Source: an optimization exercise on an open RTL-to-GDS flow (aim: small area, a short achievable clock period and few clock cycles per item). Production flows keep margins and buffers that such runs may drop.
Where RTL was checked, it was by simulation tests only, not by an equivalence proof against the original.

## octahedral_normal_encoder_unit
module octahedral_normal_encoder_unit #(
    parameter int COMP_WIDTH = 16
) (
    input  logic                         i_clk,
    input  logic                         i_rst_n,
    input  logic                         i_valid,
    output logic                         o_stall,
    input  logic signed [COMP_WIDTH-1:0] i_comp_x,
    input  logic signed [COMP_WIDTH-1:0] i_comp_y,
    input  logic signed [COMP_WIDTH-1:0] i_comp_z,
    output logic                         o_valid,
    input  logic                         i_stall,
    output logic [31:0]                  o_packed_oct,
    output logic                         o_zero_vector
);
    localparam int LW = octne_pkg::LW;
    localparam int QB = octne_pkg::QBITS;
    localparam int RW = LW + 1;               
    localparam logic [QB-2:0] REGMASK = 14'b11_1111_1111_1111;
    localparam int REC = 3 + LW + 2 * (RW + QB);
    logic w_adv;              
    logic r_hv, r_sv;         
    logic w_push, w_pop;
    logic w_fin_v;            
    assign w_adv   = ~r_sv;
    assign w_push  = w_adv & w_fin_v;
    assign w_pop   = r_hv & ~i_stall;
    assign o_stall = r_sv;
    assign o_valid = r_hv;
    always_ff @(posedge i_clk) begin
        if (!i_rst_n) begin
            r_hv  <= 1'b0;
            r_sv  <= 1'b0;
        end else begin
            r_hv  <= (r_hv & ~w_pop) | r_sv | w_push;
            r_sv  <= r_hv & ~w_pop & (r_sv | w_push);
        end
    end
    logic                  w_sx, w_sy, w_sz;
    logic [COMP_WIDTH-1:0] n_ax, n_ay, n_az;
    logic [COMP_WIDTH-1:0] r0_au, r0_av, r0_az;
    logic                  r0_nx, r0_ny, r0_fold, r0_v;
    assign w_sx = i_comp_x[COMP_WIDTH-1];
    assign w_sy = i_comp_y[COMP_WIDTH-1];
    assign w_sz = i_comp_z[COMP_WIDTH-1];
    octne_add #(.W(COMP_WIDTH)) u_abs_x (
        .i_a(i_comp_x ^ {COMP_WIDTH{w_sx}}), .i_b('0), .i_cin(w_sx), .o_s(n_ax));
  ...
Size: about 1500 flip-flops, about 87 I/O pins, ~0.078 mm² of cells after synthesis.
export LEC_CHECK = 0
export CAP_MARGIN = 20
export CORE_MARGIN = 2
export CORE_UTILIZATION = 40
export SETUP_SLACK_MARGIN = 2.5
export SLEW_MARGIN = 20
create_clock -name core_clock -period 5.0 [get_ports {i_clk}]
run.sh (not shown) runs the stock make flow with config.mk's settings and CLKGATE_MAP_FILE= SYNTH_SCRIPT=/design/flow/synth_recipe.tcl, a recipe that flattens the netlist after the stock synthesis.
Rerun with:
SETUP_SLACK_MARGIN = 2.0   (was 2.5)
Routed wire length shrinks by 12%. Worst setup slack hardly moves. Clock skew is about the same. Hold slack hardly moves.
No run of this note included a check of the RTL's function; only the layout flow was run.

---

v35:
Another version of the RTL of octahedral_normal_encoder_unit (not shown whole).
Size: ~6300 cells after synthesis, about 87 I/O pins, about 82000 µm² of cells after synthesis.
Settings: LEC_CHECK=0, CAP_MARGIN=20, CORE_MARGIN=2, CORE_UTILIZATION=55, CTS_BUF_LIST=sky130_fd_sc_hd__clkbuf_4 sky130_fd_sc_hd__clkbuf_8, SETUP_SLACK_MARGIN=2.15, SLEW_MARGIN=20, SYNTH_HIERARCHICAL=1, SYNTH_MINIMUM_KEEP_SIZE=0; clock period 5.0 ns.
v35: flow completed, timing, DRC and antenna clean
Testbench counts of v35, summed over its fixed seeds: cycles 12,152, items 12,000.
Input-level comparison between v21 and v35:
-- flow/config.mk --
<<< v35, line 8
export CAP_MARGIN = 20
export CORE_MARGIN = 2
export CORE_UTILIZATION = 55
export CTS_BUF_LIST = sky130_fd_sc_hd__clkbuf_4 sky130_fd_sc_hd__clkbuf_8
export SETUP_SLACK_MARGIN = 2.15
export SLEW_MARGIN = 20
export SYNTH_HIERARCHICAL = 1
>>> v21, line 8
export CAP_MARGIN = 20
export CORE_MARGIN = 2
export CORE_UTILIZATION = 70
export CTS_BUF_LIST = sky130_fd_sc_hd__clkbuf_4 sky130_fd_sc_hd__clkbuf_8
export SETUP_SLACK_MARGIN = 1.9
export SLEW_MARGIN = 20
export SYNTH_HIERARCHICAL = 1
Results
- Every run (v21 and v35) finished clean.
- Between v35 and v21, global routing usage on met1 increased.
- Of v21 and v35, the run reporting the lower critical path depth was v35.

---

## JK
octahedral_normal_encoder_unit, a different RTL version from the one above (not shown whole).
Size: ~6,700 cells after synthesis, roughly 1,500 flip-flops, about 87 I/O pins, roughly 86,000 sq um of cells after synthesis.
make LEC_CHECK=0 CAP_MARGIN=20 CORE_MARGIN=2 CORE_UTILIZATION=55 CTS_BUF_LIST='sky130_fd_sc_hd__clkbuf_4 sky130_fd_sc_hd__clkbuf_8' SETUP_SLACK_MARGIN=2.0 SLEW_MARGIN=20 SYNTH_HIERARCHICAL=1 SYNTH_MINIMUM_KEEP_SIZE=0 finish   # period 5.0 ns
Testbench counts of JK, summed over its fixed seeds: cycles 12,152, items 12,000.
Modified inputs, MS compared to JK
--- a/flow/config.mk
+++ b/flow/config.mk
@@ -13,3 +13 @@
 export SLEW_MARGIN = 20
-export SYNTH_HIERARCHICAL = 1
-export SYNTH_MINIMUM_KEEP_SIZE = 0
- MS vs JK on adder-cell share of the synthesized area: MS is the lower one.
- Diff JK -> MS: logic depth of the worst path, buffers included decreased by 1 relative to the old numbers; wire length fell by 7.0%; final area -about 1.3%.
- JK reports its termination of the worst setup path as r0_cs[7]$_DFFE_PN_ while MS reports g_div[5].g_reg.r_rec[0]$_DFFE_PN_.

---

== 09-11 ==
RTL: one of the versions met above, not the one the previous note started from.
Size in the first run: roughly 6300 cells after synthesis, ~87 I/O pins, ~82000 µm² of cells after synthesis.
clock: 5.0 ns
lec_check: 0
cap_margin: 20
core_margin: 2
core_utilization: 65
cts_buf_list: sky130_fd_sc_hd__clkbuf_4 sky130_fd_sc_hd__clkbuf_8
setup_slack_margin: 2.0
slew_margin: 20
synth_hierarchical: 1
synth_minimum_keep_size: 0
09-11: no failed stages, no open violations at the end
Testbench counts of 09-11, summed over its fixed seeds: cycles 12,152, items 12,000.
## Diff of input files: 07-19 against 09-11
# 09-11
export LEC_CHECK = 0
export CAP_MARGIN = 20
export CORE_MARGIN = 2
export CORE_UTILIZATION = 65
export CTS_BUF_LIST = sky130_fd_sc_hd__clkbuf_4 sky130_fd_sc_hd__clkbuf_8
export SETUP_SLACK_MARGIN = 2.0
export SLEW_MARGIN = 20
export SYNTH_HIERARCHICAL = 1
export SYNTH_MINIMUM_KEEP_SIZE = 0
create_clock -name core_clock -period 5.0 [get_ports {i_clk}]
# 07-19
export LEC_CHECK = 0
export CAP_MARGIN = 20
export CORE_MARGIN = 2
export CORE_UTILIZATION = 55
export CTS_BUF_LIST = sky130_fd_sc_hd__clkbuf_4 sky130_fd_sc_hd__clkbuf_8
export SETUP_SLACK_MARGIN = 1.7
export SLEW_MARGIN = 20
export SYNTH_HIERARCHICAL = 1
export SYNTH_MINIMUM_KEEP_SIZE = 0
create_clock -name core_clock -period 5.0 [get_ports {i_clk}]
==> comparison <==
- In summary, 07-19 completed successfully, with a layout that passed the timing, DRC and antenna checks.
- Cmp 07-19 and 09-11 / synthesis-to-layout area growth / lower: 07-19
- 07-19 ended up with met4 as its highest layer used for signal routing; 09-11 ended up with met5.
- Worst-path maximum fanout (lower): 09-11
- 07-19 — wire length about 0.75% lower, 09-11 as reference
- Taking 09-11 over 07-19, the routed length on met3 ratio works out to 1.10.
- Sort 07-19 and 09-11 by actual slew at the worst max-slew pin desc -> top: 09-11
- 07-19 vs. 09-11: maximum number of pins on one net before global-route repair has increased, stage delay of the slowest cell on the critical path has increased, cell area has decreased.
- On 07-19: post-cts gate resize count is 102 lower than what 09-11 gave.
- Where first-pass GRT wire length is concerned, 09-11 is better than 07-19.

---

old:
Another version of the RTL of octahedral_normal_encoder_unit (not shown whole).
For scale: about 1,500 flip-flops, ~87 I/O pins, ~77,000 um^2 of cells after synthesis.
clock: 5.0 ns
lec_check: 0
cap_margin: 20
core_margin: 2
core_utilization: 55
cts_buf_list: sky130_fd_sc_hd__clkbuf_4 sky130_fd_sc_hd__clkbuf_8
setup_slack_margin: 2.0
slew_margin: 20
Testbench counts of old, summed over its fixed seeds: cycles 12,152, items 12,000.
What new does differently from old at the input level:
Settings: clearing CTS_BUF_LIST, which used to be sky130_fd_sc_hd__clkbuf_4 sky130_fd_sc_hd__clkbuf_8; swapping 55 for 40 in CORE_UTILIZATION.
### Flow results
new gives more final critical-path required period than old did. new has less setup slack than old. Every stage of the flow completed for new, and the final layout passed the timing, DRC and antenna checks. On post-synthesis cell count, old and new are neck and neck. old has lower post-route cell area than new. Lower worst setup timing slack at the placement stage among old and new: new. Of old and new, the run reporting the lower placer's final routability congestion estimate was new.

---

Setup of lane 3:
RTL: one of the versions met above, not the one the previous note started from.
Size in the first run: about 8700 cells after synthesis, roughly 87 I/O pins, about 86000 um2 of cells after synthesis.
Settings: LEC_CHECK=0, ABC_AREA=1, CAP_MARGIN=20, CORE_MARGIN=2, CORE_UTILIZATION=55, CTS_BUF_LIST=sky130_fd_sc_hd__clkbuf_4 sky130_fd_sc_hd__clkbuf_8, SETUP_SLACK_MARGIN=1.7, SLEW_MARGIN=20, SYNTH_HIERARCHICAL=1, SYNTH_MINIMUM_KEEP_SIZE=0; clock period 5.0 ns.
Lane 3 completed end to end with timing, DRC and antenna clean.
Testbench counts of lane 3, summed over its fixed seeds: cycles 12,152, items 12,000.
Here is what was changed in the inputs of lane 4 compared with lane 3.
--- a/flow/config.mk
+++ b/flow/config.mk
@@ -6,10 +6,9 @@
 export NUM_CORES = 4
 export LEC_CHECK = 0
-export ABC_AREA = 1
 export CAP_MARGIN = 20
 export CORE_MARGIN = 2
 export CORE_UTILIZATION = 55
 export CTS_BUF_LIST = sky130_fd_sc_hd__clkbuf_4 sky130_fd_sc_hd__clkbuf_8
-export SETUP_SLACK_MARGIN = 1.7
+export SETUP_SLACK_MARGIN = 2.0
 export SLEW_MARGIN = 20
 export SYNTH_HIERARCHICAL = 1
[summary]
In lane 4, the worst slew slack as a fraction of its limit came out 3.2 points above the value in lane 3.
Comparing lane 4 and lane 3, the higher synthesized cell count is on lane 3.
The period utilization in lane 4 sits 3.3 points below the value recorded for lane 3.
Lane 4 completed every stage of the flow, and the final layout passed the timing, DRC and antenna checks.
Delta (lane 4 minus lane 3): cell total after placement decreased 2542; total via count after detailed routing decreased about 14%.

---

Setup of red:
octahedral_normal_encoder_unit, a different RTL version from the one above (not shown whole).
Size in the first run: about 6,700 cells after synthesis, roughly 85,000 µm² of cells after synthesis.
clock: 5.0 ns
lec_check: 0
cap_margin: 20
core_margin: 2
core_utilization: 55
cts_buf_list: sky130_fd_sc_hd__clkbuf_4 sky130_fd_sc_hd__clkbuf_8
setup_slack_margin: 2.3
slew_margin: 20
synth_hierarchical: 1
synth_minimum_keep_size: 0
In summary, red completed successfully, with a layout that passed the timing, DRC and antenna checks.
Testbench counts of red, summed over its fixed seeds: cycles 12,152, items 12,000.
Edits applied to the flow inputs when going from red to green:
--- a/flow/config.mk
+++ b/flow/config.mk
@@ -12 +12 @@
-export SETUP_SLACK_MARGIN = 2.3
+export SETUP_SLACK_MARGIN = 2.0
- Via count of the first global-routing pass in green is about 7% lower than in red
- Between green and red, worst setup slack is higher for red, green comes in under that.
- Post-route clock period utilization ended up 0.57 points higher on green than on red.
- Across both runs, number of antenna violations at the first check in global routing was lower for green than for red.
- Changes observed in green relative to red: synthesis-to-finish area growth saw a decrease, total CTS buffers saw little to no change, met3 routing resource usage after global routing saw a decrease.
- The clock skew of green is lower than that of red.

==> static timing again, ports no longer ideal <==
No port has a modelled driver above. Below, the same layouts with a new extraction and two added sets of constraints.
Step 1 (the two cells are an assumption about what drives the block):
set clk [get_ports {i_clk}]
set_driving_cell -lib_cell sky130_fd_sc_hd__clkbuf_16 $clk
set_driving_cell -lib_cell sky130_fd_sc_hd__buf_2 [delete_from_list [all_inputs] $clk]
Step 2 adds t to the input delays and takes it off the output delays; t is the mean of the earliest and latest rising clock arrival at the registers after step 1. Input paths then give back, and output paths get back, about the clock's delay inside the block.
Three values: ideal, step 1, step 2; two values: the first two.
run	t (ns)	setup slack, ns	worst setup path at the end	slew at the worst register clock pin (ns)	cell pins on the clock port's net
the first run of note 1	0.881	1.429 / 1.429 / 1.429	register to register	0.07 / 0.07	1
the second run of note 1	0.879	1.427 / 1.427 / 1.408	input to register	0.07 / 0.07	1
v35	0.993	2.029 / 2.029 / 1.217	input to register	0.07 / 0.07	1
v21	0.995	1.959 / 1.959 / 1.105	input to register	0.07 / 0.07	1
JK	0.998	1.931 / 1.958 / 0.960	input to register	0.07 / 0.07	1
MS	1.006	1.721 / 1.721 / 0.792	input to register	0.07 / 0.07	1
09-11	1.009	2.015 / 2.015 / 1.069	input to register	0.07 / 0.07	1
07-19	0.994	1.782 / 1.828 / 0.841	input to register	0.07 / 0.07	1
old	0.995	1.755 / 1.755 / 1.126	input to register	0.07 / 0.07	1
new	0.853	1.751 / 1.751 / 1.204	input to register	0.06 / 0.06	1
lane 3	1.011	1.836 / 1.867 / 0.881	input to register	0.07 / 0.07	1
lane 4	0.997	1.999 / 1.999 / 1.109	input to register	0.07 / 0.07	1
red	1.048	1.999 / 2.028 / 0.980	input to register	0.07 / 0.07	1
green	1.032	1.970 / 2.024 / 0.991	input to register	0.07 / 0.07	1
After both steps setup and hold are still met in every run listed. For red, which loses most, drivers alone change the setup slack by +0.029 ns; drivers and shift together by -1.019 ns.
